What follows belongs to an exercise in optimizing a design on an open flow for small area, a short achievable clock period and few clock cycles per item; a production flow would make more cautious choices. The RTL was checked by simulation tests, not by an equivalence proof against the original design. Power and IR drop assume default switching activity.

$ cat design.v
package isaPkg;
    typedef logic [31:0] word_t;
    typedef logic [4:0]  regIdx_t;
    typedef logic [5:0]  opcode_t;
    typedef logic [5:0]  funct_t;
    typedef logic [4:0]  shamt_t;
    typedef logic [15:0] imm_t;
    typedef logic [2:0]  aluOp_t;
    localparam int opcodeMsb = 31;
    localparam int rsLsb     = 21;
    localparam int rtLsb     = 16;
    localparam int rdLsb     = 11;
    localparam int shamtLsb  = 6;
    localparam opcode_t opRType = 6'h00;
    localparam opcode_t opAddi  = 6'h08;
    localparam opcode_t opAndi  = 6'h0C;
    localparam opcode_t opOri   = 6'h0D;
    localparam funct_t functAdd = 6'h20;
    localparam funct_t functSub = 6'h22;
    localparam funct_t functAnd = 6'h24;
    localparam funct_t functOr  = 6'h25;
    localparam funct_t functSlt = 6'h2A;
    localparam funct_t functSll = 6'h00;
    localparam funct_t functSrl = 6'h02;
    localparam aluOp_t aluAdd = 3'd0;
    localparam aluOp_t aluSub = 3'd1;
    localparam aluOp_t aluAnd = 3'd2;
    localparam aluOp_t aluOr  = 3'd3;
    localparam aluOp_t aluSlt = 3'd4;
    localparam aluOp_t aluSll = 3'd5;
    localparam aluOp_t aluSrl = 3'd6;
endpackage
package pipePkg;
    typedef struct packed {
        logic arith;    
        logic andOp;    
        logic orOp;     
        logic slt;      
        logic shift;    
    } aluSel_t;
    localparam int laneCount = 2;
    localparam int regCount  = 32;
endpackage
module controlUnit (
    input  isaPkg::opcode_t  opcode,
    input  isaPkg::funct_t   funct,
    output pipePkg::aluSel_t aluSel,
    output logic             subtract,
    output logic             useImm,
    output logic             isShift,
    output logic             shiftRight,
    output logic             destIsRt,
    output logic             regWrite
);
    always_comb begin
        aluSel   = '0;
        subtract = 1'b0;
        useImm   = 1'b0;
        isShift  = 1'b0;
        shiftRight = 1'b0;
        destIsRt = 1'b0;
        regWrite = 1'b0;
        case (opcode)
            isaPkg::opRType: begin
                regWrite = 1'b1;
                case (funct)
                    isaPkg::functAdd: aluSel.arith = 1'b1;
                    isaPkg::functSub: begin
                        aluSel.arith = 1'b1;
                        subtract     = 1'b1;
                    end
                    isaPkg::functAnd: aluSel.andOp = 1'b1;
                    isaPkg::functOr:  aluSel.orOp  = 1'b1;
                    isaPkg::functSlt: begin
                        aluSel.slt = 1'b1;
                        subtract   = 1'b1;
                    end
                    isaPkg::functSll: begin
                        aluSel.shift = 1'b1;
                        isShift      = 1'b1;
                    end
                    isaPkg::functSrl: begin
                        aluSel.shift = 1'b1;
                        isShift      = 1'b1;
                        shiftRight   = 1'b1;
                    end
                    default: regWrite = 1'b0;
                endcase
            end
            isaPkg::opAddi: begin
                aluSel.arith = 1'b1;
                useImm       = 1'b1;
                destIsRt     = 1'b1;
                regWrite     = 1'b1;
            end
            isaPkg::opAndi: begin
                aluSel.andOp = 1'b1;
                useImm       = 1'b1;
                destIsRt     = 1'b1;
                regWrite     = 1'b1;
            end
            isaPkg::opOri: begin
                aluSel.orOp = 1'b1;
                useImm      = 1'b1;
                destIsRt    = 1'b1;
                regWrite    = 1'b1;
            end
            default: regWrite = 1'b0;
        endcase
    end
endmodule
module alu (
    input  isaPkg::word_t    operandA,
    input  isaPkg::word_t    operandBx,
    input  isaPkg::shamt_t   rotAmount,
    input  logic             shiftRight,
    input  pipePkg::aluSel_t aluSel,
    input  logic             subtract,
    output isaPkg::word_t    result
);
    isaPkg::word_t prop;
    isaPkg::word_t gen [6];
    isaPkg::word_t pre [6];
    isaPkg::word_t carryIn;
    isaPkg::word_t other;
    isaPkg::word_t resNoCarry;
    isaPkg::word_t resCarry;
    isaPkg::word_t rotated [6];
    isaPkg::word_t keep;
    logic          signDiffer;
    logic          ltNoCarry;
    logic          ltCarry;
    assign prop   = operandA ^ operandBx;
    assign gen[0] = (operandA & operandBx) | {31'b0, prop[0] & subtract};
    assign pre[0] = prop;
    for (genvar k = 0; k < 5; k++) begin : gPrefix
        for (genvar i = 0; i < 32; i++) begin : gBit
            if (i >= (1 << k)) begin : gMerge
                assign gen[k+1][i] = gen[k][i] | (pre[k][i] & gen[k][i-(1<<k)]);
                assign pre[k+1][i] = pre[k][i] & pre[k][i-(1<<k)];
            end else begin : gPass
                assign gen[k+1][i] = gen[k][i];
                assign pre[k+1][i] = pre[k][i];
            end
        end
    end
    assign carryIn = {gen[5][30:0], subtract};
    assign rotated[0] = operandBx;
    for (genvar k = 0; k < 5; k++) begin : gRot
        assign rotated[k+1] = rotAmount[k]
            ? {rotated[k][31-(1<<k):0], rotated[k][31:32-(1<<k)]}
            : rotated[k];
    end
    always_comb begin
        for (int i = 0; i < 32; i++) begin
            if (shiftRight) begin
                keep[i] = (rotAmount == '0) || (5'(i) < rotAmount);
            end else begin
                keep[i] = 5'(i) >= rotAmount;
            end
        end
    end
    assign other = ({32{aluSel.andOp}} & (operandA & operandBx))
                 | ({32{aluSel.orOp}}  & (operandA | operandBx))
                 | ({32{aluSel.shift}} & rotated[5] & keep);
    assign resNoCarry = ({32{aluSel.arith}} & prop)  | other;
    assign resCarry   = ({32{aluSel.arith}} & ~prop) | other;
    assign signDiffer = operandA[31] ^ ~operandBx[31];
    assign ltNoCarry  = signDiffer ? operandA[31] : prop[31];
    assign ltCarry    = signDiffer ? operandA[31] : ~prop[31];
    always_comb begin
        for (int i = 0; i < 32; i++) begin
            result[i] = carryIn[i] ? resCarry[i] : resNoCarry[i];
        end
        if (aluSel.slt) begin
            result[0] = gen[5][30] ? ltCarry : ltNoCarry;
        end
    end
endmodule
module issueLane (
    input  logic            clk,
    input  logic            arstN,
    input  logic            enable,
    input  logic            issueValid,
    input  isaPkg::word_t   instr,
    output isaPkg::regIdx_t rsAddr,
    output isaPkg::regIdx_t rtAddr,
    input  isaPkg::word_t   rsData,
    input  isaPkg::word_t   rtData,
    input  logic            peer1ExWriteEn,
    input  isaPkg::regIdx_t peer1ExDest,
    input  logic            peer2ExWriteEn,
    input  isaPkg::regIdx_t peer2ExDest,
    input  isaPkg::word_t   peer1Data,
    input  isaPkg::word_t   peer2Data,
    output logic            exWriteEn,
    output isaPkg::regIdx_t exDest,
    output logic            resultWriteEn,
    output isaPkg::regIdx_t resultDest,
    output isaPkg::word_t   resultData
);
    isaPkg::opcode_t  decOpcode;
    isaPkg::funct_t   decFunct;
    isaPkg::regIdx_t  decRd;
    isaPkg::shamt_t   decShamt;
    isaPkg::word_t    decImmExt;
    pipePkg::aluSel_t decAluSel;
    logic             decSubtract;
    logic             decUseImm;
    logic             decIsShift;
    logic             decShiftRight;
    isaPkg::shamt_t   decRotAmount;
    logic             decDestIsRt;
    logic             decRegWrite;
    isaPkg::regIdx_t  decDest;
    isaPkg::word_t    exOpA;
    isaPkg::shamt_t   exRotAmount;
    logic             exShiftRight;
    isaPkg::word_t    exOpB;
    logic             exFwdA1;
    logic             exFwdA2;
    logic             exFwdB1;
    logic             exFwdB2;
    logic             exFwdB1Inv;
    logic             exFwdB2Inv;
    pipePkg::aluSel_t exAluSel;
    logic             exSubtract;
    isaPkg::word_t    operandA;
    isaPkg::word_t    operandB;
    isaPkg::word_t    aluResult;
    assign decOpcode = instr[isaPkg::opcodeMsb -: 6];
    assign decFunct  = instr[5:0];
    assign rsAddr    = instr[isaPkg::rsLsb +: 5];
    assign rtAddr    = instr[isaPkg::rtLsb +: 5];
    assign decRd     = instr[isaPkg::rdLsb +: 5];
    assign decShamt  = instr[isaPkg::shamtLsb +: 5];
    assign decImmExt = {{16{instr[15]}}, instr[15:0]};
    controlUnit controlUnit_inst (
        .opcode   (decOpcode),
        .funct    (decFunct),
        .aluSel   (decAluSel),
        .subtract (decSubtract),
        .useImm   (decUseImm),
        .isShift  (decIsShift),
        .shiftRight (decShiftRight),
        .destIsRt (decDestIsRt),
        .regWrite (decRegWrite)
    );
    assign decDest = decDestIsRt ? rtAddr : decRd;
    assign decRotAmount = decShiftRight ? 5'(-decShamt) : decShamt;
    logic fwdA2, fwdA1, fwdB2, fwdB1;
    assign fwdA2 = peer2ExWriteEn && peer2ExDest == rsAddr;
    assign fwdA1 = !fwdA2 && peer1ExWriteEn && peer1ExDest == rsAddr;
    assign fwdB2 = !decUseImm && peer2ExWriteEn && peer2ExDest == rtAddr;
    assign fwdB1 = !decUseImm && !fwdB2 && peer1ExWriteEn && peer1ExDest == rtAddr;
    always_ff @(posedge clk or negedge arstN) begin
        if (!arstN) begin
            exWriteEn     <= 1'b0;
            resultWriteEn <= 1'b0;
        end else if (enable) begin
            exWriteEn     <= issueValid && decRegWrite && (decDest != '0);
            resultWriteEn <= exWriteEn;
        end
    end
    always_ff @(posedge clk) begin
        if (enable) begin
            exOpA      <= rsData;
            exRotAmount  <= decRotAmount;
            exShiftRight <= decShiftRight;
            exOpB      <= (decUseImm ? decImmExt : rtData) ^ {32{decSubtract}};
            exFwdA1    <= fwdA1;
            exFwdA2    <= fwdA2;
            exFwdB1    <= fwdB1 && !decSubtract;
            exFwdB2    <= fwdB2 && !decSubtract;
            exFwdB1Inv <= fwdB1 && decSubtract;
            exFwdB2Inv <= fwdB2 && decSubtract;
            exAluSel   <= decAluSel;
            exSubtract <= decSubtract;
            exDest     <= decDest;
            resultDest <= exDest;
            resultData <= aluResult;
        end
    end
    assign operandA = ({32{exFwdA2}} & peer2Data)
                    | ({32{exFwdA1}} & peer1Data)
                    | ({32{!exFwdA1 && !exFwdA2}} & exOpA);
    assign operandB = ({32{exFwdB2}}    & peer2Data)
                    | ({32{exFwdB2Inv}} & ~peer2Data)
                    | ({32{exFwdB1}}    & peer1Data)
                    | ({32{exFwdB1Inv}} & ~peer1Data)
                    | ({32{!exFwdB1 && !exFwdB2 && !exFwdB1Inv && !exFwdB2Inv}} & exOpB);
    alu alu_inst (
        .operandA (operandA),
        .operandBx (operandB),
        .rotAmount  (exRotAmount),
        .shiftRight (exShiftRight),
        .aluSel   (exAluSel),
        .subtract (exSubtract),
        .result   (aluResult)
    );
endmodule
module registerFile (
    input  logic                                  clk,
    input  logic                                  arstN,
    input  logic [pipePkg::laneCount*2-1:0][4:0]  readAddr,
    output logic [pipePkg::laneCount*2-1:0][31:0] readData,
    input  logic                                  write1WriteEn,
    input  isaPkg::regIdx_t                       write1Dest,
    input  isaPkg::word_t                         write1Data,
    input  logic                                  write2WriteEn,
    input  isaPkg::regIdx_t                       write2Dest,
    input  isaPkg::word_t                         write2Data
);
    isaPkg::word_t [pipePkg::regCount-1:1] regs;
    isaPkg::word_t [pipePkg::regCount-1:1] regsNext;
    logic          [pipePkg::regCount-1:1] written;
    logic          [pipePkg::regCount-1:1] writtenNext;
    logic          [pipePkg::regCount-1:1] take1;
    logic          [pipePkg::regCount-1:1] take2;
    always_comb begin
        for (int i = 1; i < pipePkg::regCount; i++) begin
            take2[i] = write2WriteEn && write2Dest == isaPkg::regIdx_t'(i);
            take1[i] = write1WriteEn && write1Dest == isaPkg::regIdx_t'(i)
                       && !(write2WriteEn && write2Dest == isaPkg::regIdx_t'(i));
            regsNext[i] = ({32{take2[i]}} & write2Data)
                        | ({32{take1[i]}} & write1Data)
                        | ({32{!(take1[i] || take2[i])}} & regs[i]);
        end
    end
    assign writtenNext = written | take1 | take2;
    always_ff @(posedge clk or negedge arstN) begin
        if (!arstN) begin
            written <= '0;
        end else begin
            written <= writtenNext;
        end
    end
    always_ff @(posedge clk) begin
        regs <= regsNext;
    end
    isaPkg::word_t [pipePkg::regCount-1:0] readable;
    logic          [pipePkg::regCount-1:0] readableOk;
    assign readable   = {regs, 32'b0};
    assign readableOk = {written, 1'b0};
    always_comb begin
        for (int p = 0; p < pipePkg::laneCount*2; p++) begin
            if (write2WriteEn && write2Dest == readAddr[p]) begin
                readData[p] = write2Data;
            end else if (write1WriteEn && write1Dest == readAddr[p]) begin
                readData[p] = write1Data;
            end else begin
                readData[p] = {32{readableOk[readAddr[p]]}} & readable[readAddr[p]];
            end
        end
    end
endmodule
module dualIssueCore (
    input  logic            clk,
    input  logic            arstN,
    input  logic            enable,
    input  logic            issueValid,
    input  isaPkg::word_t   instr1,
    input  isaPkg::word_t   instr2,
    output logic            wbValid1,
    output logic            wbValid2,
    output logic            wbWriteEn1,
    output logic            wbWriteEn2,
    output isaPkg::regIdx_t wbReg1,
    output isaPkg::regIdx_t wbReg2,
    output isaPkg::word_t   wbData1,
    output isaPkg::word_t   wbData2
);
    logic [pipePkg::laneCount*2-1:0][4:0]  readAddr;
    logic [pipePkg::laneCount*2-1:0][31:0] readData;
    logic            exValid;
    logic            resultValid;
    logic            lane1ExWriteEn;
    isaPkg::regIdx_t lane1ExDest;
    logic            lane2ExWriteEn;
    isaPkg::regIdx_t lane2ExDest;
    logic            lane1WriteEn;
    isaPkg::regIdx_t lane1Dest;
    isaPkg::word_t   lane1Data;
    logic            lane2WriteEn;
    isaPkg::regIdx_t lane2Dest;
    isaPkg::word_t   lane2Data;
    always_ff @(posedge clk or negedge arstN) begin
        if (!arstN) begin
            exValid     <= 1'b0;
            resultValid <= 1'b0;
        end else if (enable) begin
            exValid     <= issueValid;
            resultValid <= exValid;
        end
    end
    issueLane issueLane1_inst (
        .clk            (clk),
        .arstN          (arstN),
        .enable         (enable),
        .issueValid     (issueValid),
        .instr          (instr1),
        .rsAddr         (readAddr[0]),
        .rtAddr         (readAddr[1]),
        .rsData         (readData[0]),
        .rtData         (readData[1]),
        .peer1ExWriteEn (lane1ExWriteEn),
        .peer1ExDest    (lane1ExDest),
        .peer2ExWriteEn (lane2ExWriteEn),
        .peer2ExDest    (lane2ExDest),
        .peer1Data      (lane1Data),
        .peer2Data      (lane2Data),
        .exWriteEn      (lane1ExWriteEn),
        .exDest         (lane1ExDest),
        .resultWriteEn  (lane1WriteEn),
        .resultDest     (lane1Dest),
        .resultData     (lane1Data)
    );
    issueLane issueLane2_inst (
        .clk            (clk),
        .arstN          (arstN),
        .enable         (enable),
        .issueValid     (issueValid),
        .instr          (instr2),
        .rsAddr         (readAddr[2]),
        .rtAddr         (readAddr[3]),
        .rsData         (readData[2]),
        .rtData         (readData[3]),
        .peer1ExWriteEn (lane1ExWriteEn),
        .peer1ExDest    (lane1ExDest),
        .peer2ExWriteEn (lane2ExWriteEn),
        .peer2ExDest    (lane2ExDest),
        .peer1Data      (lane1Data),
        .peer2Data      (lane2Data),
        .exWriteEn      (lane2ExWriteEn),
        .exDest         (lane2ExDest),
        .resultWriteEn  (lane2WriteEn),
        .resultDest     (lane2Dest),
        .resultData     (lane2Data)
    );
    registerFile registerFile_inst (
        .clk           (clk),
        .arstN         (arstN),
        .readAddr      (readAddr),
        .readData      (readData),
        .write1WriteEn (lane1WriteEn),
        .write1Dest    (lane1Dest),
        .write1Data    (lane1Data),
        .write2WriteEn (lane2WriteEn),
        .write2Dest    (lane2Dest),
        .write2Data    (lane2Data)
    );
    assign wbValid1   = resultValid && enable;
    assign wbValid2   = resultValid && enable;
    assign wbWriteEn1 = lane1WriteEn;
    assign wbWriteEn2 = lane2WriteEn;
    assign wbReg1     = lane1Dest;
    assign wbReg2     = lane2Dest;
    assign wbData1    = lane1Data;
    assign wbData2    = lane2Data;
endmodule
$ cat run.sh
#!/bin/bash
# synth_recipe.tcl (not shown) runs the flow's synth.tcl, then flattens the netlist and writes it again
# the make line also repeats each setting of config.mk as NAME=value (left out here)
make -C /OpenROAD-flow-scripts/flow DESIGN_CONFIG=/design/flow/config.mk WORK_HOME=/design/flow/orfs CLKGATE_MAP_FILE= SYNTH_SCRIPT=/design/flow/synth_recipe.tcl finish
$ cat config.mk
export PLATFORM = sky130hd
export DESIGN_NAME = dualIssueCore
export DESIGN_NICKNAME = dualIssueCore
export VERILOG_FILES = /design/flow/design.v
export SDC_FILE = /design/flow/constraint.sdc
export NUM_CORES = 4
export LEC_CHECK = 0
export CAP_MARGIN = 20
export CORE_MARGIN = 2
export CORE_UTILIZATION = 40
export SETUP_SLACK_MARGIN = 2.3
export SLEW_MARGIN = 20
$ cat constraint.sdc
create_clock -name core_clock -period 6.5 [get_ports {clk}]
set_input_delay 1.3000 -clock core_clock [delete_from_list [all_inputs] [get_ports {clk}]]
set_output_delay 1.3000 -clock core_clock [all_outputs]
set_load 0.01 [all_outputs]
==> qor.yml, run 1 <==
status: "no timing/DRC/antenna violations"
async_flop_share: 0.02897
hp-class: "reg2reg"
nFillCells: 23030
start_util: 0.4023
wl_per_cell_um: 38.42
cpMaxStageDelayCell: "o2111ai_1"
max_freq_mhz: 232.8
clock_path_buffers: 3
grt_max_degree: 121
slowest_delay_ns: 0.66
crit_path_max_fanout: 34
cp-end-kind: "flip-flop"
r2r_cells: 9
synthFlopType: "dfxtp_1"
finalCritPeriodShare: 0.6607
slew_headroom: 0.1783
hold_viol: 0
final_core_util: 0.4447
hp-start: "exValid"
worstMarginPinSlew_ns: 1.231
cp-start-kind: "flip-flop"
die_w_um: 504.1
reg2reg_to: "issueLane2_inst.resultData[14]"
finalWirelength_um: 482800
slew_violations: 0
synth_edf_count: 248
postRouteAntennaNets: 0
synthDistinctLibCells: 77
ys_seq_area_frac: 0.2822
fin_cells: 12570
syn_inst: 9581
fin_nets: 9303
vdd_drop_max_mv: 0.2851
drc_errors: 0
dpl.cell_count: 12220
setup_violations: 0
syn_area_um2: 100000
via_per_inst: 7.030
reg2reg_setup_slack_ns: 2.21
die_height_um: 504.1
final_area_um2: 110600
h-tree-depth: 4
post-route-min-period_ns: 4.295
cts_tree: "built"
gr-total-overflow: 0
fp-row-count: 183
gp_congestion: 0.9942
worstSkewPairLatency_ns: 0.88
antenna_found_initial: 36
grt_pass1_wl_um: 662300
dpl-instance-area_um2: 104500
critPathMostFrequentCell: "mux2i_1"
dieArea_um2: 254100
fin_worst_skew_ns: 0.03574
critPathKind: "reg2reg"
core_um2: 248700
grt_pass1_vias: 82640
avgSynthCellArea_um2: 10.44
drive_gt1_frac: 0.2494
final.setup.tns_ns: 0
area_delta_synth_final_pct: 10.54
first_pass_iters: 8
yosysWarnings: 8
path_cells: "buf_12 -> buf_4 -> mux2_2 -> a211o_1 -> mux4_2 -> mux2i_1 -> mux2i_1 -> o2111ai_1 -> nand4_1"
arrival_ns: 4.78
cts.sinks: 1277
dp_hpwl_um: 302800
rsz0062_at_grt: "true"
clk_pin_slew_ns: 0.06
whs_endpoint: "resultValid"
cp.required_ns: 6.99
cts_buffers: 147
port_buffers: 145
ys_ff_latch: 1277
power.leakage_nw: 43.11
synth_fp_nets: 9783
drt_iter0_drc: 15050
reg2reg_from: "issueLane1_inst.resultData[9]"
drv_cap: 0
via_count: 88340
cts_hold_buf: 0
clk_root_buffer_cell: "clkbuf_16"
hold_depth: 1
grt.total_usage: 0.3671
ioPinCount: 146
power_density_nw_per_um2: 239.3
[worst max-delay path: cells and delay by family (launching register included)]
| family | cells | cell delay (ns) |
|---|---|---|
| AOI/OAI and AO/OA | 2 | 1.04 |
| muxes | 4 | 1.42 |
| DFF | 1 | 0.40 |
| and+or+nand+nor | 1 | 0.49 |
| buffers and inverters | 2 | 0.52 |
[routing by layer]
metal	GRT usage	vias up	part of all wire
met4	0.2958	30	0.098
met2	0.5408	7559	0.43
li1	-	35400	-
met1	0.4215	43190	0.33
met5	0.002815	-	0.00060
met3	0.1461	2150	0.14
[Yosys cell counts (all sizes together), types with 7 or more instances]
cell type | number | area [um^2]
mux4 | 1254 | 28240
mux2i | 1181 | 11820
dfxtp | 992 | 19860
clkbuf | 885 | 3324
nor2 | 810 | 3040
nand2 | 770 | 2890
a21oi | 768 | 3847
o21ai | 748 | 3744
mux2 | 294 | 3311
buf | 248 | 1072
edfxtp | 248 | 7447
a22o | 197 | 1725
inv | 170 | 638.1
ha | 134 | 1677
xnor2 | 113 | 989.7
xor2 | 96 | 840.8
a21o | 88 | 660.6
a211o | 86 | 753.2
nand3 | 49 | 245.2
o211ai | 49 | 367.9
nor3 | 38 | 190.2
dfrtp | 37 | 925.9
o2111ai | 35 | 306.5
o221ai | 34 | 297.8
nor2b | 28 | 175.2
nand4 | 24 | 150.1
nor4 | 23 | 165.2
nand2b | 19 | 118.9
and3 | 18 | 112.6
o22ai | 15 | 93.84
a31oi | 11 | 68.82
or3 | 10 | 62.56
o31ai | 9 | 67.56
or2 | 8 | 50.05
o21bai | 7 | 52.55
[per-stage QoR]
step / setup WS, ns / power, mW / hold slack [ns]
floorplan: 2.416 / 14.26 / 0.4727
global placement: 1.300 / 16.88 / 0.4824
detailed placement: 1.170 / 16.99 / 0.4918
CTS: 2.262 / 26.05 / 0.5062
global route: 2.187 / 27.02 / 0.5249
finish: 2.205 / 26.46 / 0.5090
[power breakdown]
part | total, mW | switching, mW | internal [mW]
logic | 7.62 | 4.47 | 3.15
clock network | 9.08 | 3.88 | 5.20
registers | 9.76 | 0.959 | 8.80
[registers in the layout, indices dropped and copies added (netlist names), 5 cells and up]
signal,flops
issueLane1_inst.resultDest,5
issueLane2_inst.exOpB,32
registerFile_inst.written,31
registerFile_inst.regs,992
issueLane1_inst.resultData,32
issueLane2_inst.exOpA,32
issueLane1_inst.exOpB,32
issueLane1_inst.exAluSel,5
issueLane2_inst.resultData,32
issueLane2_inst.resultDest,5
issueLane2_inst.exDest,5
issueLane1_inst.exOpA,32
issueLane1_inst.exDest,5
issueLane2_inst.exRotAmount,5
issueLane2_inst.exAluSel,5
issueLane1_inst.exRotAmount,5
[layout by cell type (no fill, tap or decap), types with 49 or more instances in the layout]
cell type / synthesis / layout
edfxtp_1: 248 / 248
mux2i_1: 1181 / 1176
a21oi_1: 767 / 762
nand2_1: 770 / 749
inv_1: 167 / 167
a211o_1: 86 / 77
xor2_1: 96 / 96
o211ai_1: 49 / 49
xnor2_1: 113 / 113
o21ai_0: 745 / 742
nor2_1: 810 / 781
mux4_2: 1254 / 1254
dfxtp_1: 992 / 992
a22o_1: 197 / 197
mux2_2: 294 / 294
buf_4: 3 / 305
clkbuf_16: 0 / 152
a21o_1: 88 / 88
clkdlybuf4s50_1: 0 / 123
ha_1: 134 / 131
[cells by family (layout without fill, tap and decap cells)]
family,Yosys count,after routing,share of synthesized area
other cells,0,13,0
compound gates,2103,2103,0.1248
flops,1277,1277,0.2822
mux,2729,2729,0.4336
simple gates,1823,1823,0.07398
buf+inv,1306,947,0.05044
fa+ha+maj,134,134,0.01676
xor+xnor,209,209,0.01830
[repair_timing]
item                                    CTS  global route
setup buffers                            51             5
endpoints found under the setup margin   47            36
gates resized for setup                  38            34
pin swaps                                 4             3
[how the worst max path moves through the flow]
stage,startpoint,slack (ns),depth (start not counted),end
6_report,issueLane1_inst.resultData[9],2.21,9,issueLane2_inst.resultData[14]
5_1_grt,issueLane2_inst.resultData[14],2.19,13,issueLane2_inst.resultData[31]
4_1_cts,issueLane2_inst.exFwdB2Inv,2.26,14,issueLane2_inst.resultData[31]
3_5_place_dp,issueLane2_inst.exFwdB2,1.17,12,issueLane2_inst.resultData[31]
3_3_place_gp,issueLane2_inst.exFwdB2,1.30,12,issueLane2_inst.resultData[31]
2_1_floorplan,instr2[21],2.42,10,issueLane2_inst.exOpA[11]
[cell type report]
cell class,count,area (um^2),area share
Antenna cell,13,32.53,0.0002942
Multi-Input combinational cell,6998,67590,0.6112
Clock buffer,202,4212,0.03808
Sequential cell,1277,28230,0.2553
Tap cell,3330,4167,0.03768
Timing Repair Buffer,504,4823,0.04362
Clock inverter,68,874.6,0.007909
Inverter,173,649.4,0.005872
Testbench counts, summed over its fixed seeds: cycles 24,016, pairs 24,000.
==> run 2, diff against run 1 <==
--- a/design.v
+++ b/design.v
@@ -188,15 +188,18 @@
     input  isaPkg::word_t   rsData,
     input  isaPkg::word_t   rtData,
+    input  logic            rsOk,
+    input  logic            rtOk,
     input  logic            peer1ExWriteEn,
     input  isaPkg::regIdx_t peer1ExDest,
     input  logic            peer2ExWriteEn,
     input  isaPkg::regIdx_t peer2ExDest,
-    input  isaPkg::word_t   peer1Data,
-    input  isaPkg::word_t   peer2Data,
+    input  isaPkg::word_t   peer1DataN,
+    input  isaPkg::word_t   peer2DataN,
     output logic            exWriteEn,
     output isaPkg::regIdx_t exDest,
     output logic            resultWriteEn,
     output isaPkg::regIdx_t resultDest,
-    output isaPkg::word_t   resultData
+    output isaPkg::word_t   resultData,
+    output isaPkg::word_t   resultDataN
 );
     isaPkg::opcode_t  decOpcode;
@@ -224,4 +227,7 @@
     logic             exFwdB1Inv;
     logic             exFwdB2Inv;
+    logic             exUseOpA;
+    logic             exUseOpB;
+    logic             exOnesB;
     pipePkg::aluSel_t exAluSel;
     logic             exSubtract;
@@ -275,4 +281,7 @@
             exFwdB1Inv <= fwdB1 && decSubtract;
             exFwdB2Inv <= fwdB2 && decSubtract;
+            exUseOpA   <= !fwdA1 && !fwdA2 && rsOk;
+            exUseOpB   <= !fwdB1 && !fwdB2 && (decUseImm || rtOk);
+            exOnesB    <= !fwdB1 && !fwdB2 && !decUseImm && !rtOk && decSubtract;
             exAluSel   <= decAluSel;
             exSubtract <= decSubtract;
@@ -280,14 +289,16 @@
             resultDest <= exDest;
             resultData <= aluResult;
+            resultDataN <= ~aluResult;
         end
     end
-    assign operandA = ({32{exFwdA2}} & peer2Data)
-                    | ({32{exFwdA1}} & peer1Data)
-                    | ({32{!exFwdA1 && !exFwdA2}} & exOpA);
-    assign operandB = ({32{exFwdB2}}    & peer2Data)
-                    | ({32{exFwdB2Inv}} & ~peer2Data)
-                    | ({32{exFwdB1}}    & peer1Data)
-                    | ({32{exFwdB1Inv}} & ~peer1Data)
-                    | ({32{!exFwdB1 && !exFwdB2 && !exFwdB1Inv && !exFwdB2Inv}} & exOpB);
+    assign operandA = ({32{exFwdA2}} & ~peer2DataN)
+                    | ({32{exFwdA1}} & ~peer1DataN)
+                    | ({32{exUseOpA}} & exOpA);
+    assign operandB = ({32{exFwdB2}}    & ~peer2DataN)
+                    | ({32{exFwdB2Inv}} & peer2DataN)
+                    | ({32{exFwdB1}}    & ~peer1DataN)
+                    | ({32{exFwdB1Inv}} & peer1DataN)
+                    | ({32{exUseOpB}}   & exOpB)
+                    | {32{exOnesB}};
     alu alu_inst (
         .operandA (operandA),
@@ -305,4 +316,5 @@
     input  logic [pipePkg::laneCount*2-1:0][4:0]  readAddr,
     output logic [pipePkg::laneCount*2-1:0][31:0] readData,
+    output logic [pipePkg::laneCount*2-1:0]       readOk,
     input  logic                                  write1WriteEn,
     input  isaPkg::regIdx_t                       write1Dest,
@@ -345,11 +357,21 @@
     always_comb begin
         for (int p = 0; p < pipePkg::laneCount*2; p++) begin
-            if (write2WriteEn && write2Dest == readAddr[p]) begin
+            logic [31:0] acc;
+            logic        hit1, hit2;
+            acc = '0;
+            for (int g = 0; g < pipePkg::regCount/4; g++) begin
+                acc = acc | ({32{readAddr[p][4:2] == 3'(g)}}
+                             & readable[{3'(g), readAddr[p][1:0]}]);
+            end
+            hit2 = write2WriteEn && write2Dest == readAddr[p];
+            hit1 = write1WriteEn && write1Dest == readAddr[p];
+            if (hit2) begin
                 readData[p] = write2Data;
-            end else if (write1WriteEn && write1Dest == readAddr[p]) begin
+            end else if (hit1) begin
                 readData[p] = write1Data;
             end else begin
-                readData[p] = {32{readableOk[readAddr[p]]}} & readable[readAddr[p]];
+                readData[p] = acc;
             end
+            readOk[p] = hit1 || hit2 || readableOk[readAddr[p]];
         end
     end
@@ -373,4 +395,7 @@
     logic [pipePkg::laneCount*2-1:0][4:0]  readAddr;
     logic [pipePkg::laneCount*2-1:0][31:0] readData;
+    logic [pipePkg::laneCount*2-1:0]       readOk;
+    isaPkg::word_t                         lane1DataN;
+    isaPkg::word_t                         lane2DataN;
     logic            exValid;
     logic            resultValid;
@@ -404,15 +429,18 @@
         .rsData         (readData[0]),
         .rtData         (readData[1]),
+        .rsOk           (readOk[0]),
+        .rtOk           (readOk[1]),
         .peer1ExWriteEn (lane1ExWriteEn),
         .peer1ExDest    (lane1ExDest),
         .peer2ExWriteEn (lane2ExWriteEn),
         .peer2ExDest    (lane2ExDest),
-        .peer1Data      (lane1Data),
-        .peer2Data      (lane2Data),
+        .peer1DataN     (lane1DataN),
+        .peer2DataN     (lane2DataN),
         .exWriteEn      (lane1ExWriteEn),
         .exDest         (lane1ExDest),
         .resultWriteEn  (lane1WriteEn),
         .resultDest     (lane1Dest),
-        .resultData     (lane1Data)
+        .resultData     (lane1Data),
+        .resultDataN    (lane1DataN)
     );
     issueLane issueLane2_inst (
@@ -426,15 +454,18 @@
         .rsData         (readData[2]),
         .rtData         (readData[3]),
+        .rsOk           (readOk[2]),
+        .rtOk           (readOk[3]),
         .peer1ExWriteEn (lane1ExWriteEn),
         .peer1ExDest    (lane1ExDest),
         .peer2ExWriteEn (lane2ExWriteEn),
         .peer2ExDest    (lane2ExDest),
-        .peer1Data      (lane1Data),
-        .peer2Data      (lane2Data),
+        .peer1DataN     (lane1DataN),
+        .peer2DataN     (lane2DataN),
         .exWriteEn      (lane2ExWriteEn),
         .exDest         (lane2ExDest),
         .resultWriteEn  (lane2WriteEn),
         .resultDest     (lane2Dest),
-        .resultData     (lane2Data)
+        .resultData     (lane2Data),
+        .resultDataN    (lane2DataN)
     );
     registerFile registerFile_inst (
@@ -443,4 +474,5 @@
         .readAddr      (readAddr),
         .readData      (readData),
+        .readOk        (readOk),
         .write1WriteEn (lane1WriteEn),
         .write1Dest    (lane1Dest),
--- a/config.mk
+++ b/config.mk
@@ -8,5 +8,5 @@
 export CAP_MARGIN = 20
 export CORE_MARGIN = 2
-export CORE_UTILIZATION = 40
-export SETUP_SLACK_MARGIN = 2.3
+export CORE_UTILIZATION = 50
+export SETUP_SLACK_MARGIN = 2.5
 export SLEW_MARGIN = 20
==> qor.yml, run 2 <==
via_count: 98090  # +11%
max_freq_mhz: 241.1  # +3.5%
rsz0062_at_grt: "true"
worstMarginPinSlew_ns: 1.403  # +0.1724 ns
holdWs_ns: 0.5063  # -0.002692 ns
synth_edf_count: 318  # +28%
ys_ff_latch: 1347  # +5.5%
cp.required_ns: 7.19  # +0.20 ns
cts_hold_buf: 0  # unchanged
ioPinCount: 146  # unchanged
finalWirelength_um: 551500  # +14%
top_register: "registerFile_inst.regs"
reg2reg_setup_slack_ns: 2.52  # +0.31 ns
critPathKind: "in2reg"
final.setup.tns_ns: 0  # unchanged
yosysWarnings: 8  # unchanged
clk_pin_slew_ns: 0.06  # about the same
cp-start-kind: "primary input"
cp-end-kind: "flip-flop"
async_flop_share: 0.02747  # -0.001506
drt_iter0_drc: 19490  # +30%
synth_fp_nets: 10530  # +7.6%
crit_path_max_fanout: 23  # -32%
via_per_inst: 7.712  # +9.7%
clk_root_buffer_cell: "clkbuf_16"
antenna_found_initial: 67  # +86%
vdd_drop_max_mv: 0.3107  # +9.0%
synthFlopType: "dfxtp_1"
port_buffers: 145  # unchanged
arrival_ns: 4.84  # +0.06 ns
clock_path_buffers: 3  # unchanged
die_w_um: 453.8  # -10%
cts_tree: "built"
status: "no timing/DRC/antenna violations"
grt.total_usage: 0.5168  # +0.1497
drc_errors: 0  # unchanged
power_density_nw_per_um2: 258.1  # +7.9%
h-tree-depth: 4  # unchanged
fin_worst_skew_ns: 0.06913  # +0.03339 ns
finalCritPeriodShare: 0.6382  # -0.02255
area_delta_synth_final_pct: 11.05
fin_nets: 10080  # +8.4%
layout_common_cells: "mux2i_1 (1336), dfxtp_1 (992), mux4_2 (941)"
grt_max_degree: 119  # -1.7%
die_height_um: 453.8  # -10%
grt_pass1_wl_um: 737200  # +11%
gp_congestion: 1.062  # +6.8%
grt_pass1_vias: 87830  # +6.3%
gr-total-overflow: 0  # unchanged
cts.sinks: 1347  # +5.5%
yosys.cell_count.top_type: "mux2i_1"
setup_violations: 0  # unchanged
first_pass_iters: 10  # +2
hp-class: "reg2reg"
power.leakage_nw: 43.51  # +0.92%
synthTopCellsByCount: "mux2i_1 (1348), dfxtp_1 (992), mux4_2 (941), o21ai_0 (922), nand2_1 (919)"
post-route-min-period_ns: 4.148  # -0.1466 ns
avgSynthCellArea_um2: 9.793  # -6.2%
cts_buffers: 160  # +8.8%
syn_area_um2: 101100  # +1.1%
worstSkewPairLatency_ns: 0.87  # about the same
largest_reg_flops: 992  # unchanged
dieArea_um2: 205900  # -19%
drv_cap: 0  # unchanged
layout_commonest_cell: "mux2i_1"
slew_headroom: 0.06013  # -0.1182
synth_top_area_frac: 0.2095  # -0.07278
ys_seq_area_frac: 0.2999  # +0.01770
hold_viol: 0  # unchanged
yosysTopAreaCell: "mux4_2"
core_um2: 201700  # -19%
start_util: 0.5015  # +0.09914
synth.area.top_cells: "mux4_2 (21%), dfxtp_1 (20%), mux2i_1 (13%)"
dp_hpwl_um: 354300  # +17%
synthDistinctLibCells: 97  # +26%
fp-row-count: 165  # -9.8%
slew_violations: 0  # unchanged
postRouteAntennaNets: 0  # unchanged
wl_per_cell_um: 43.36  # +13%
drive_gt1_frac: 0.2034  # -0.04605
syn_inst: 10330  # +7.8%
[run 2: cell count changes after synthesis, moves of 121 or more]
cell / change
a22o_1: -122
a22oi_1: +513
nand4_1: +130
nand2_1: +149
mux2i_1: +167
nor2_1: -121
mux4_2: -313
mux2_2: -140
o21ai_0: +177
[run 2: routing by layer]
| metal | vias to the layer above | wire length, um | global-route usage |
|---|---|---|---|
| li1 | 38200 | - | - |
| met2 | 9565 | 223100 | 0.7226 |
| met5 | - | 1252 | 0.03615 |
| met4 | 52 | 59590 | 0.4408 |
| met1 | 47290 | 180700 | 0.5952 |
| met3 | 2988 | 86900 | 0.2357 |
[run 2: cell families (layout without fill, tap and decap cells)]
kind of cell    Yosys count  in the layout  share of synthesized area
compound gates         2628           2628                     0.1583
mux                    2446           2446                     0.3606
flops                  1347           1347                     0.2999
buf+inv                1447           1133                    0.05648
other cells               0             30                          0
xor+xnor                198            198                    0.01715
simple gates           2132           2135                    0.09145
fa+ha+maj               130            130                    0.01608
[run 2: report_power, final]
| group | switching (mW) | leakage, nW | internal (mW) |
|---|---|---|---|
| sequential | 1.34 | 11.7 | 9.63 |
| clock | 4.19 | 2.67 | 5.50 |
| combinational | 5.04 | 29.1 | 3.29 |
| total | 10.6 | 43.5 | 18.4 |
[run 2: path summary, 6_finish.rpt]
path | start | end | cells after the start
max | instr2[23] | issueLane2_inst.exOpA[17] | 9
max in group asynchronous | arstN | issueLane1_inst.resultWriteEn | 2
max reg2reg | issueLane2_inst.exOpB[14] | issueLane2_inst.resultData[29] | 12
min reg2reg | exValid | exValid | 1
min in group asynchronous | arstN | registerFile_inst.written[10] | 2
min | exValid | exValid | 1
[run 2: layout make-up]
class,instances,area [um^2]
inverters,258,975.9
repair buffers,579,5505
clock inverters,68,813.3
flip-flops and latches,1347,30340
well taps,2672,3343
fillers,17520,89380
multi-input cells,7537,66600
clock buffers,227,4664
diodes,30,75.07
repair inverters,1,7.507
[run 2: stage by stage]
step	setup WS, ns	area (um^2)	cells	util	total power [mW]
2_1_floorplan	2.960	101100	10330	-	15.53
3_3_place_gp	1.144	104900	12310	0.5202	18.60
3_5_place_dp	1.202	105100	12320	0.5211	18.71
4_1_cts	2.420	111500	12660	0.5526	28.32
5_1_grt	2.454	112300	12690	0.5565	29.47
6_report	2.352	112300	12720	0.5569	28.99
[run 2: repair_timing]
item / 4_1_cts / 5_1_grt
endpoints found under the setup margin: 102 / 93
gates cloned: 3 / 2
pin swaps: 10 / 22
gates resized for setup: 99 / 100
buffers inserted: 43 / 25
[run 2: critical path: stages]
cell and delay, ns:
clkdlybuf4s50_1 0.86, buf_4 0.35, nand2_1 0.13, nor2_4 0.78, buf_12 0.41, a22oi_1 0.20, nand4_1 0.34, mux2i_1 0.13
o21ai_0 0.22
Testbench counts of run 2, summed over its fixed seeds: cycles 24,016, pairs 24,000.
==> run 3, diff against run 2 <==
--- a/config.mk
+++ b/config.mk
@@ -8,5 +8,6 @@
 export CAP_MARGIN = 20
 export CORE_MARGIN = 2
-export CORE_UTILIZATION = 50
+export CORE_UTILIZATION = 45
+export CTS_BUF_LIST = sky130_fd_sc_hd__clkbuf_8
 export SETUP_SLACK_MARGIN = 2.5
 export SLEW_MARGIN = 20
==> qor.yml, run 3 <==
status: "no timing/DRC/antenna violations"
post-route-min-period_ns: 4.381  # +0.2330 ns
clk_root_buffer_cell: "clkbuf_8"
final.setup.tns_ns: 0  # unchanged
max_freq_mhz: 228.3  # -5.3%
synth_top_area_frac: 0.2095  # unchanged
fp-row-count: 174  # +5.5%
drt_iter0_drc: 19190  # -1.6%
cp.required_ns: 7.38  # +0.19 ns
clock_path_buffers: 4  # +1
dp_slack_ns: 0.8218  # -0.3806 ns
async_flop_share: 0.02747  # unchanged
die_w_um: 478.1  # +5.4%
rsz0062_at_grt: "true"
via_count: 98350  # +0.27%
grt_pass1_wl_um: 740000  # +0.37%
core_um2: 224000  # +11%
holdWs_ns: 0.2776  # -0.2287 ns
fin_nets: 10200  # +1.2%
worstMarginPinSlew_ns: 1.410  # +0.006918 ns
first_pass_iters: 9  # -1
synth.area.top_cells: "mux4_2 (21%), dfxtp_1 (20%), mux2i_1 (13%)"
wl_per_cell_um: 41.56  # -4.1%
critPathKind: "in2reg"
antenna_found_initial: 61  # -9.0%
slew_violations: 0  # unchanged
cp-start-kind: "primary input"
yosys.cell_count.top_type: "mux2i_1"
setup_ws_ns: 2.119  # -0.2330 ns
gp_congestion: 1.053  # -0.79%
cts.sinks: 1347  # unchanged
layout_commonest_cell: "mux2i_1"
top_register: "registerFile_inst.regs"
vdd_drop_max_mv: 0.2623  # -16%
ys_seq_area_frac: 0.2999  # unchanged
hp-class: "in2async"
area_delta_synth_final_pct: 10.93
yosysTopAreaCell: "mux4_2"
layout_common_cells: "mux2i_1 (1340), dfxtp_1 (992), mux4_2 (941)"
ioPinCount: 146  # unchanged
postRouteAntennaNets: 0  # unchanged
synthDistinctLibCells: 97  # unchanged
dpl.cell_count: 12640  # +2.6%
finalCritPeriodShare: 0.6740  # +0.03584
drv_cap: 0  # unchanged
yosysWarnings: 8  # unchanged
via_per_inst: 7.435  # -3.6%
synth_edf_count: 318  # unchanged
fin_worst_skew_ns: 0.08411  # +0.01499 ns
finalWirelength_um: 549800  # -0.29%
slew_headroom: 0.05975  # -0.0003762
start_util: 0.4515  # -0.04997
power.leakage_nw: 43.85  # +0.78%
final_area_um2: 112200  # -0.10%
synthTopCellsByCount: "mux2i_1 (1348), dfxtp_1 (992), mux4_2 (941), o21ai_0 (922), nand2_1 (919)"
gr-total-overflow: 0  # unchanged
final_core_util: 0.5008  # -0.05601
avgSynthCellArea_um2: 9.793  # unchanged
cts_buffers: 279  # +74%
crit_path_max_fanout: 18  # -22%
drive_gt1_frac: 0.2121  # +0.008725
largest_reg_flops: 992  # unchanged
dieArea_um2: 228600  # +11%
hold_viol: 0  # unchanged
ys_ff_latch: 1347  # unchanged
arrival_ns: 5.27  # +0.43 ns
cp-end-kind: "flip-flop"
grt.total_usage: 0.4617  # -0.05504
cts_tree: "built"
grt_pass1_vias: 88870  # +1.2%
drc_errors: 0  # unchanged
synthFlopType: "dfxtp_1"
setup_violations: 0  # unchanged
h-tree-depth: 5  # +1
power_mw: 28.34  # -2.2%
port_buffers: 145  # unchanged
fin_cells: 13230  # +4.0%
synth_fp_nets: 10530  # unchanged
syn_area_um2: 101100  # unchanged
grt_max_degree: 149  # +25%
syn_inst: 10330  # unchanged
power_density_nw_per_um2: 252.6  # -2.1%
dp_hpwl_um: 352700  # -0.45%
die_height_um: 478.1  # +5.4%
worstSkewPairLatency_ns: 1.15  # +0.28 ns
r2r_cells: 7  # -5
clk_pin_slew_ns: 0.07  # about the same
dpl-instance-area_um2: 105600  # +0.43%
run 3: cell count changes in the layout (fill, tap and decap cells not counted), sizes merged, moves of 2 or more:
cell           before  now
clkbuf            228  345
dlymetal6s2s        2    0
clkinv             47   41
buf               443  446
diode              30   38
clkinvlp            8    4
inv               260  345
bufinv             12    1
clkdlybuf4s50     130  133
run 3: path summary, 6_finish.rpt:
check | startpoint | endpoint | slack [ns]
worst max-delay path | instr2[20] | issueLane2_inst.exOpB[4] | 2.12
worst min-delay path | arstN | registerFile_inst.written[12] | 0.28
worst max register to register | issueLane1_inst.resultDest[2] | issueLane1_inst.exOpB[11] | 2.34
worst min register to register | resultValid | resultValid | 0.52
max in group asynchronous | arstN | resultValid | 5.73
min in group core_clock | resultValid | resultValid | 0.52
run 3: area by class of cell:
type | instances | area, um^2
diodes | 38 | 95.09
clock buffers | 344 | 4735
clock inverters | 132 | 571.8
fillers | 20280 | 111800
inverters | 258 | 972.2
multi-input cells | 7536 | 66380
flip-flops and latches | 1347 | 30340
well taps | 2992 | 3744
repair buffers | 581 | 5364
repair inverters | 1 | 7.507
run 3: metal layers:
metal  up-vias  GRT usage  wire [um]
met3      2700     0.2155      88440
li1      38520          -          -
met2      9435     0.6400     221800
met1     47620     0.5566     189400
met4        71     0.3371      49120
met5         -    0.01450       1075
run 3: power breakdown:
part	internal, mW	total (mW)	switching [mW]
clock network	4.78	9.06	4.28
logic	3.29	8.31	5.02
registers	9.63	11.0	1.34
total	17.7	28.3	10.6
run 3: worst max-delay path, cell delays in order:
cell and delay, ns:
clkdlybuf4s50_1 0.69, buf_4 0.42, and3_4 0.64, a22oi_1 0.16, nand4_1 0.15, o21ai_0 0.26, o211ai_1 0.82, o21ai_1 0.29
xnor2_1 0.48
run 3: timing repair:
action                     4_1_cts  5_1_grt
setup endpoints to repair       73       64
buffers inserted                18       50
pin swaps                        2       22
hold buffers                     0        0
hold endpoints to repair         0        0
cloned                           0        3
gates resized for setup         58      107
run 3: cell families (layout without fill, tap and decap cells):
logic type / after synthesis / count (layout) / share of synthesized area
flops: 1347 / 1347 / 0.2999
buf+inv: 1447 / 1316 / 0.05648
other cells: 0 / 38 / 0
mux: 2446 / 2446 / 0.3606
simple gates: 2132 / 2134 / 0.09145
compound gates: 2628 / 2628 / 0.1583
fa+ha+maj: 130 / 130 / 0.01608
xor+xnor: 198 / 198 / 0.01715
==> run 4, diff against run 3 <==
==> flow/run.sh (new file) <==
#!/bin/bash
set -euo pipefail
cat >> config.mk <<'EOC'
export BUFFER_PORTS_ARGS = -buffer_cell sky130_fd_sc_hd__buf_4
EOC
bash standard.sh > standard.log 2>&1
==> standard.sh (new file) <==
#!/bin/bash
# synth_recipe.tcl (not shown) runs the flow's synth.tcl, then flattens the netlist and writes it again
# the make line also repeats each setting of config.mk as NAME=value (left out here)
make -C /OpenROAD-flow-scripts/flow DESIGN_CONFIG=/design/flow/config.mk WORK_HOME=/design/flow/orfs CLKGATE_MAP_FILE= SYNTH_SCRIPT=/design/flow/synth_recipe.tcl "${@:-finish}"
--- a/config.mk
+++ b/config.mk
@@ -12,2 +12,3 @@
 export SETUP_SLACK_MARGIN = 2.5
 export SLEW_MARGIN = 20
+export BUFFER_PORTS_ARGS = -buffer_cell sky130_fd_sc_hd__buf_4
removed: run.sh
==> qor.yml, run 4 <==
cp-start-kind: "primary input"
fin_nets: 10130  # -0.72%
start_util: 0.4515  # unchanged
finalWirelength_um: 539200  # -1.9%
path_cells: "buf_4 -> nand2_1 -> nor2_4 -> buf_4 -> a22oi_1 -> nand4_1 -> mux2i_1 -> o21ai_0"
yosysWarnings: 8  # unchanged
slew_headroom: 0.1180  # +0.05826
worstMarginPinSlew_ns: 1.320  # -0.09052 ns
reg2reg_from: "issueLane2_inst.exFwdB2Inv"
synth_fp_nets: 10530  # unchanged
path_buf_inv: 2  # unchanged
rsz0062_at_grt: "false"
cp.required_ns: 7.23  # -0.15 ns
reg2reg_setup_slack_ns: 2.50  # +0.16 ns
synthFlopType: "dfxtp_1"
cpMaxStageDelayCell: "o21ai_0"
arrival_ns: 4.91  # -0.36 ns
cts_tree: "built"
synthDistinctLibCells: 97  # unchanged
layout_common_cells: "mux2i_1 (1343), dfxtp_1 (992), mux4_2 (941)"
reg2reg_to: "issueLane2_inst.resultData[31]"
fin_worst_skew_ns: 0.1023  # +0.01820 ns
grt_pass1_vias: 89290  # +0.47%
critPathMostFrequentCell: "buf_4"
gp_congestion: 1.073  # +1.9%
die_height_um: 478.1  # unchanged
die_w_um: 478.1  # unchanged
drive_gt1_frac: 0.2195  # +0.007375
via_per_inst: 7.458  # +0.32%
dp_hpwl_um: 343000  # -2.8%
cp.depth: 8  # -1
layout_commonest_cell: "mux2i_1"
core_um2: 224000  # unchanged
via_count: 98130  # -0.23%
clk_pin_slew_ns: 0.06  # about the same
fp-row-count: 174  # unchanged
ioPinCount: 146  # unchanged
crit_start: "instr1[23]"
wl_per_cell_um: 40.98  # -1.4%
hp-class: "in2async"
dp_slack_ns: 1.397  # +0.5752 ns
cts.sinks: 1347  # unchanged
h-tree-depth: 5  # unchanged
critPathKind: "in2reg"
slowest_delay_ns: 0.90  # +0.08 ns
syn_area_um2: 101100  # unchanged
synth_edf_count: 318  # unchanged
grt.total_usage: 0.4538  # -0.007923
synth.area.top_cells: "mux4_2 (21%), dfxtp_1 (20%), mux2i_1 (13%)"
worstSkewPairLatency_ns: 1.14  # about the same
gr-total-overflow: 0  # unchanged
grt_max_degree: 155  # +4.0%
synthTopCellsByCount: "mux2i_1 (1348), dfxtp_1 (992), mux4_2 (941), o21ai_0 (922), nand2_1 (919)"
cpLargestDelayFamily: "simple AND/OR/NAND/NOR gates"
setup_ws_ns: 2.316  # +0.1968 ns
regArea_um2: 30330  # about the same
area_delta_synth_final_pct: 10.11
ys_ff_latch: 1347  # unchanged
async_flop_share: 0.02747  # unchanged
drt_iter0_drc: 19970  # +4.0%
syn_inst: 10330  # unchanged
final.setup.tns_ns: 0  # unchanged
antenna_found_initial: 52  # -15%
dieArea_um2: 228600  # unchanged
first_pass_iters: 10  # +1
max_freq_mhz: 239.0  # +4.7%
setup_violations: 0  # unchanged
yosysTopAreaCell: "mux4_2"
clock_path_buffers: 4  # unchanged
avgSynthCellArea_um2: 9.793  # unchanged
grt_pass1_wl_um: 728300  # -1.6%
ys_seq_area_frac: 0.2999  # unchanged
power_mw: 28.30  # -0.16%
postRouteAntennaNets: 0  # unchanged
vdd_drop_max_mv: 0.2121  # -19%
nFillCells: 20340  # +0.32%
slew_violations: 0  # unchanged
crit_path_max_fanout: 19  # +1
r2r_cells: 14  # +7
multi_input_area_um2: 66310  # -0.10%
drc_errors: 0  # unchanged
synth_top_area_frac: 0.2095  # unchanged
post-route-min-period_ns: 4.184  # -0.1968 ns
hold_viol: 0  # unchanged
port_buffers: 145  # unchanged
cts_buffers: 274  # -1.8%
finalCritPeriodShare: 0.6437  # -0.03028
status: "no timing/DRC/antenna violations"
yosys.cell_count.top_type: "mux2i_1"
drv_cap: 0  # unchanged
power_density_nw_per_um2: 254.1  # +0.58%
cp-end-kind: "flip-flop"
power.leakage_nw: 43.62  # -0.54%
top_register: "registerFile_inst.regs"
clk_root_buffer_cell: "clkbuf_8"
largest_reg_flops: 992  # unchanged
## run 4: how the worst max path moves through the flow
| stage | slack (ns) | end |
|---|---|---|
| after floorplan | 2.96 | issueLane2_inst.exOpA[29] |
| after global placement | 1.00 | issueLane1_inst.exOpA[18] |
| after detailed placement | 1.40 | issueLane1_inst.exOpB[1] |
| after CTS | 2.50 | issueLane1_inst.resultData[30] |
| after global routing | 2.40 | issueLane2_inst.resultData[29] |
| final | 2.32 | issueLane1_inst.exOpA[17] |
## run 4: cell families (layout without fill, tap and decap cells)
| kind of cell | count (synthesis) | count (layout) | share of synthesized area |
|---|---|---|---|
| xor gates and xnor gates | 198 | 198 | 0.01715 |
| and+or+nand+nor | 2132 | 2132 | 0.09145 |
| DFF | 1347 | 1347 | 0.2999 |
| AOI/OAI and AO/OA | 2628 | 2628 | 0.1583 |
| other | 0 | 49 | 0 |
| muxes | 2446 | 2446 | 0.3606 |
| buffers and inverters | 1447 | 1235 | 0.05648 |
| adders and majority gates | 130 | 130 | 0.01608 |
## run 4: final cells by class
type | count | share of cell area
multi-input combinational | 7534 | 0.5954
tap | 2992 | 0.03361
timing repair buffer | 515 | 0.04090
timing repair inverter | 1 | 0.00006741
antenna | 49 | 0.001101
inverter | 258 | 0.008796
clock inverter | 126 | 0.006381
clock buffer | 335 | 0.04140
sequential | 1347 | 0.2724
## run 4: per-layer routing
layer,part of all wire,vias to the layer above,GRT usage,wire (um)
met1,0.35,47520,0.5544,187300
li1,-,38340,-,-
met5,0.00051,-,0.01345,275
met4,0.092,26,0.3406,49820
met2,0.39,9610,0.6089,210600
met3,0.17,2631,0.2213,91240
## run 4: where the power goes
group | switching (mW) | internal (mW) | total (mW)
Clock | 4.28 | 4.90 | 9.18
Sequential | 1.34 | 9.63 | 11.0
Combinational | 4.94 | 3.21 | 8.15
Total | 10.6 | 17.7 | 28.3
## run 4: what timing repair did
item | 4_1_cts | 5_1_grt
endpoints found under the setup margin | 81 | 44
gates cloned | 1 | 0
buffers inserted | 39 | 15
gates resized for setup | 59 | 59
hold buffers | 0 | 0
pin swaps | 2 | 6
## run 4: through the flow
step	std cells	hold slack, ns	util	cell area (um^2)
4_1_cts	13090	0.1602	0.4941	110700
2_1_floorplan	10330	0.4244	-	101100
5_1_grt	13110	0.1991	0.4967	111300
3_5_place_dp	12590	0.5110	0.4678	104800
3_3_place_gp	12590	0.4839	0.4676	104800
6_report	13160	0.1709	0.4972	111400
==> run 5, diff against run 4 <==
--- a/config.mk
+++ b/config.mk
@@ -8,6 +8,5 @@
 export CAP_MARGIN = 20
 export CORE_MARGIN = 2
-export CORE_UTILIZATION = 45
-export CTS_BUF_LIST = sky130_fd_sc_hd__clkbuf_8
+export CORE_UTILIZATION = 50
 export SETUP_SLACK_MARGIN = 2.5
 export SLEW_MARGIN = 20
==> qor.yml, run 5 <==
arrival_ns: 4.82  # -0.09 ns
layout_common_cells: "mux2i_1 (1332), dfxtp_1 (992), mux4_2 (941)"
async_flop_share: 0.02747  # unchanged
cpLargestDelayFamily: "simple AND/OR/NAND/NOR gates"
h-tree-depth: 4  # -1
area_delta_synth_final_pct: 10.56
clock_path_buffers: 3  # -1
gp_congestion: 1.044  # -2.7%
core_um2: 201700  # -10%
yosysWarnings: 8  # unchanged
reg2reg_setup_slack_ns: 2.42  # -0.08 ns
status: "no timing/DRC/antenna violations"
top_register: "registerFile_inst.regs"
cp.required_ns: 7.08  # -0.15 ns
grt_pass1_vias: 87740  # -1.7%
power.leakage_nw: 43.53  # -0.20%
cpMaxStageDelayCell: "and3b_2"
slew_violations: 0  # unchanged
cts_hold_buf: 0  # unchanged
start_util: 0.5015  # +0.04997
setup_violations: 0  # unchanged
critPathKind: "in2reg"
ys_seq_area_frac: 0.2999  # unchanged
synthDistinctLibCells: 97  # unchanged
dpl-instance-area_um2: 104600  # -0.18%
cts.sinks: 1347  # unchanged
clk_pin_slew_ns: 0.06  # about the same
max_freq_mhz: 235.9  # -1.3%
setup_ws_ns: 2.260  # -0.05551 ns
grt.total_usage: 0.4960  # +0.04221
crit_path_max_fanout: 18  # -1
fin_worst_skew_ns: 0.05610  # -0.04621 ns
path_buf_inv: 2  # unchanged
cts_tree: "built"
via_count: 96370  # -1.8%
cp-end-kind: "flip-flop"
drt_iter0_drc: 17830  # -11%
postRouteAntennaNets: 0  # unchanged
r2r_cells: 11  # -3
vdd_drop_max_mv: 0.3078  # +45%
first_pass_iters: 10  # unchanged
path_cells: "buf_4 -> and3b_2 -> buf_4 -> a22oi_1 -> nand4_1 -> o21ai_0 -> o21ai_0 -> o21ai_0 -> xnor2_1"
antenna_found_initial: 41  # -21%
hold_viol: 0  # unchanged
synth_edf_count: 318  # unchanged
synth_fp_nets: 10530  # unchanged
reg2reg_to: "issueLane1_inst.resultData[16]"
synthTopCellsByCount: "mux2i_1 (1348), dfxtp_1 (992), mux4_2 (941), o21ai_0 (922), nand2_1 (919)"
yosysTopAreaCell: "mux4_2"
yosys.cell_count.top_type: "mux2i_1"
intPower_mw: 18.73  # +5.6%
critPathMostFrequentCell: "o21ai_0"
synthFlopType: "dfxtp_1"
die_height_um: 453.8  # -5.1%
power_density_nw_per_um2: 260.9  # +2.7%
largest_reg_flops: 992  # unchanged
final_area_um2: 111800  # +0.40%
finalCritPeriodShare: 0.6523  # +0.008540
port_buffers: 145  # unchanged
syn_inst: 10330  # unchanged
hp-class: "in2async"
drv_cap: 0  # unchanged
switching_share: 0.3579  # -0.01503
fp-row-count: 165  # -5.2%
dp_slack_ns: 1.519  # +0.1217 ns
dp_hpwl_um: 333200  # -2.8%
via_per_inst: 7.597  # +1.9%
dieArea_um2: 205900  # -9.9%
slowest_delay_ns: 1.01  # +0.11 ns
layout_commonest_cell: "mux2i_1"
slew_headroom: 0.09708  # -0.02093
die_w_um: 453.8  # -5.1%
finalWirelength_um: 528200  # -2.1%
fin_nets: 10040  # -0.93%
clk_root_buffer_cell: "clkbuf_16"
drive_gt1_frac: 0.2159  # -0.003558
ys_ff_latch: 1347  # unchanged
p_sw_mw: 10.44  # -1.1%
ioPinCount: 146  # unchanged
post-route-min-period_ns: 4.240  # +0.05551 ns
wl_per_cell_um: 41.64  # +1.6%
grt_pass1_wl_um: 713300  # -2.1%
synth_top_area_frac: 0.2095  # unchanged
syn_area_um2: 101100  # unchanged
cp-start-kind: "primary input"
seqPwrFrac: 0.373  # -0.015
avgSynthCellArea_um2: 9.793  # unchanged
p_clk_frac: 0.344  # +0.020
reg2reg_from: "issueLane1_inst.exUseOpB"
worstMarginPinSlew_ns: 1.354  # +0.03453 ns
synth.area.top_cells: "mux4_2 (21%), dfxtp_1 (20%), mux2i_1 (13%)"
worstSkewPairLatency_ns: 0.88  # -0.26 ns
cts_buffers: 162  # -41%
drc_errors: 0  # unchanged
grt_max_degree: 165  # +6.5%
power_frac_comb: 0.283  # -0.005
final.setup.tns_ns: 0  # unchanged
rsz0062_at_grt: "true"
gr-total-overflow: 0  # unchanged
## run 5: worst max path at each step
stage | startpoint | end | slack [ns] | cells past startpoint
2_1_floorplan | instr2[21] | issueLane2_inst.exOpA[29] | 2.96 | 9
3_3_place_gp | instr2[27] | issueLane2_inst.exOpB[31] | 1.44 | 11
5_1_grt | issueLane1_inst.exUseOpB | issueLane1_inst.resultData[30] | 2.34 | 12
4_1_cts | issueLane2_inst.exUseOpA | issueLane2_inst.resultData[0] | 2.50 | 14
6_report | instr1[20] | issueLane1_inst.exOpB[10] | 2.26 | 9
3_5_place_dp | instr2[16] | issueLane2_inst.exOpB[7] | 1.52 | 12
## run 5: metrics by stage
step | util | total power, mW | cells | hold slack (ns)
floorplan | - | 15.53 | 10330 | 0.4244
global placement | 0.5181 | 18.48 | 12290 | 0.4818
detailed placement | 0.5187 | 18.60 | 12290 | 0.4954
CTS | 0.5495 | 28.53 | 12620 | 0.4624
global route | 0.5540 | 29.73 | 12650 | 0.4955
finish | 0.5544 | 29.17 | 12690 | 0.4728
## run 5: kinds of logic (layout without fill, tap and decap cells)
| family | count (synthesis) | in the layout | share of synthesized area |
|---|---|---|---|
| fa+ha+maj | 130 | 130 | 0.01608 |
| flops | 1347 | 1347 | 0.2999 |
| compound gates | 2628 | 2628 | 0.1583 |
| mux | 2446 | 2446 | 0.3606 |
| xor+xnor | 198 | 198 | 0.01715 |
| buf+inv | 1447 | 1096 | 0.05648 |
| simple gates | 2132 | 2132 | 0.09145 |
| other cells | 0 | 36 | 0 |
## run 5: layout make-up
| type | count | area (um^2) |
|---|---|---|
| Antenna cell | 36 | 90.09 |
| Clock buffer | 235 | 4736 |
| Clock inverter | 69 | 1022 |
| Fill cell | 17480 | 89880 |
| Inverter | 258 | 975.9 |
| Multi-Input combinational cell | 7534 | 66540 |
| Sequential cell | 1347 | 30330 |
| Tap cell | 2672 | 3343 |
| Timing Repair Buffer | 534 | 4786 |
## run 5: power by group through the flow
stage | Sequential [mW] | Clock (mW) | Combinational, mW
finish | 10.9 | 10.0 | 8.25
global route | 10.9 | 10.3 | 8.46
CTS | 10.8 | 10.0 | 7.74
detailed placement | 11.0 | 0 | 7.63
global placement | 10.9 | 0 | 7.57
floorplan | 10.5 | 0 | 5.05
## run 5: what timing repair did
action / in CTS / in global routing
setup buffers: 21 / 25
endpoints found under the setup margin: 93 / 62
pin swaps: 2 / 8
cloned: 0 / 3
resized for setup: 77 / 114
## run 5: layer usage
metal	GRT usage	up-vias	share of wire
met5	0.02029	-	0.0011
met1	0.5801	46310	0.33
met2	0.6887	9122	0.41
met3	0.2230	2782	0.16
li1	-	38130	-
met4	0.4199	28	0.11

-- port drivers added, routing unchanged --
In the flow no input, the clock included, has a driving cell. The finished layouts below were timed again as built, in two steps. Step 1 (the two cells are an assumption about what drives the block):
set clk [get_ports {clk}]
set_driving_cell -lib_cell sky130_fd_sc_hd__clkbuf_16 $clk
set_driving_cell -lib_cell sky130_fd_sc_hd__buf_2 [delete_from_list [all_inputs] $clk]
Step 2 moves the port delays by t, midway between the first and last clock arrival at a register: inputs arrive t later, outputs are due t later. That takes back most of the time a late clock gives input paths. a / b / c = no drivers / after step 1 / after step 2; a / b = the first two.
| run | shift t [ns] | slack for setup (ns) | hold slack, ns | worst setup path at the end | cell pins on the clock port's net |
|---|---|---|---|---|---|
| run 1 | 0.966 | 2.205 / 2.169 / 1.300 | 0.509 / 0.509 / 0.509 | input to register | 1 |
| run 2 | 0.951 | 2.352 / 2.434 / 1.483 | 0.506 / 0.506 / 0.506 | input to register | 1 |
| run 3 | 1.196 | 2.119 / 2.144 / 0.949 | 0.278 / 0.395 / 0.515 | input to register | 1 |
| run 4 | 1.189 | 2.316 / 2.393 / 1.204 | 0.171 / 0.275 / 0.523 | input to register | 1 |
| run 5 | 0.954 | 2.260 / 2.336 / 1.382 | 0.473 / 0.511 / 0.511 | input to register | 1 |
After both steps setup and hold are still met in every run listed. For run 3, which loses most, drivers alone change the setup slack by +0.025 ns; drivers and shift together by -1.170 ns.
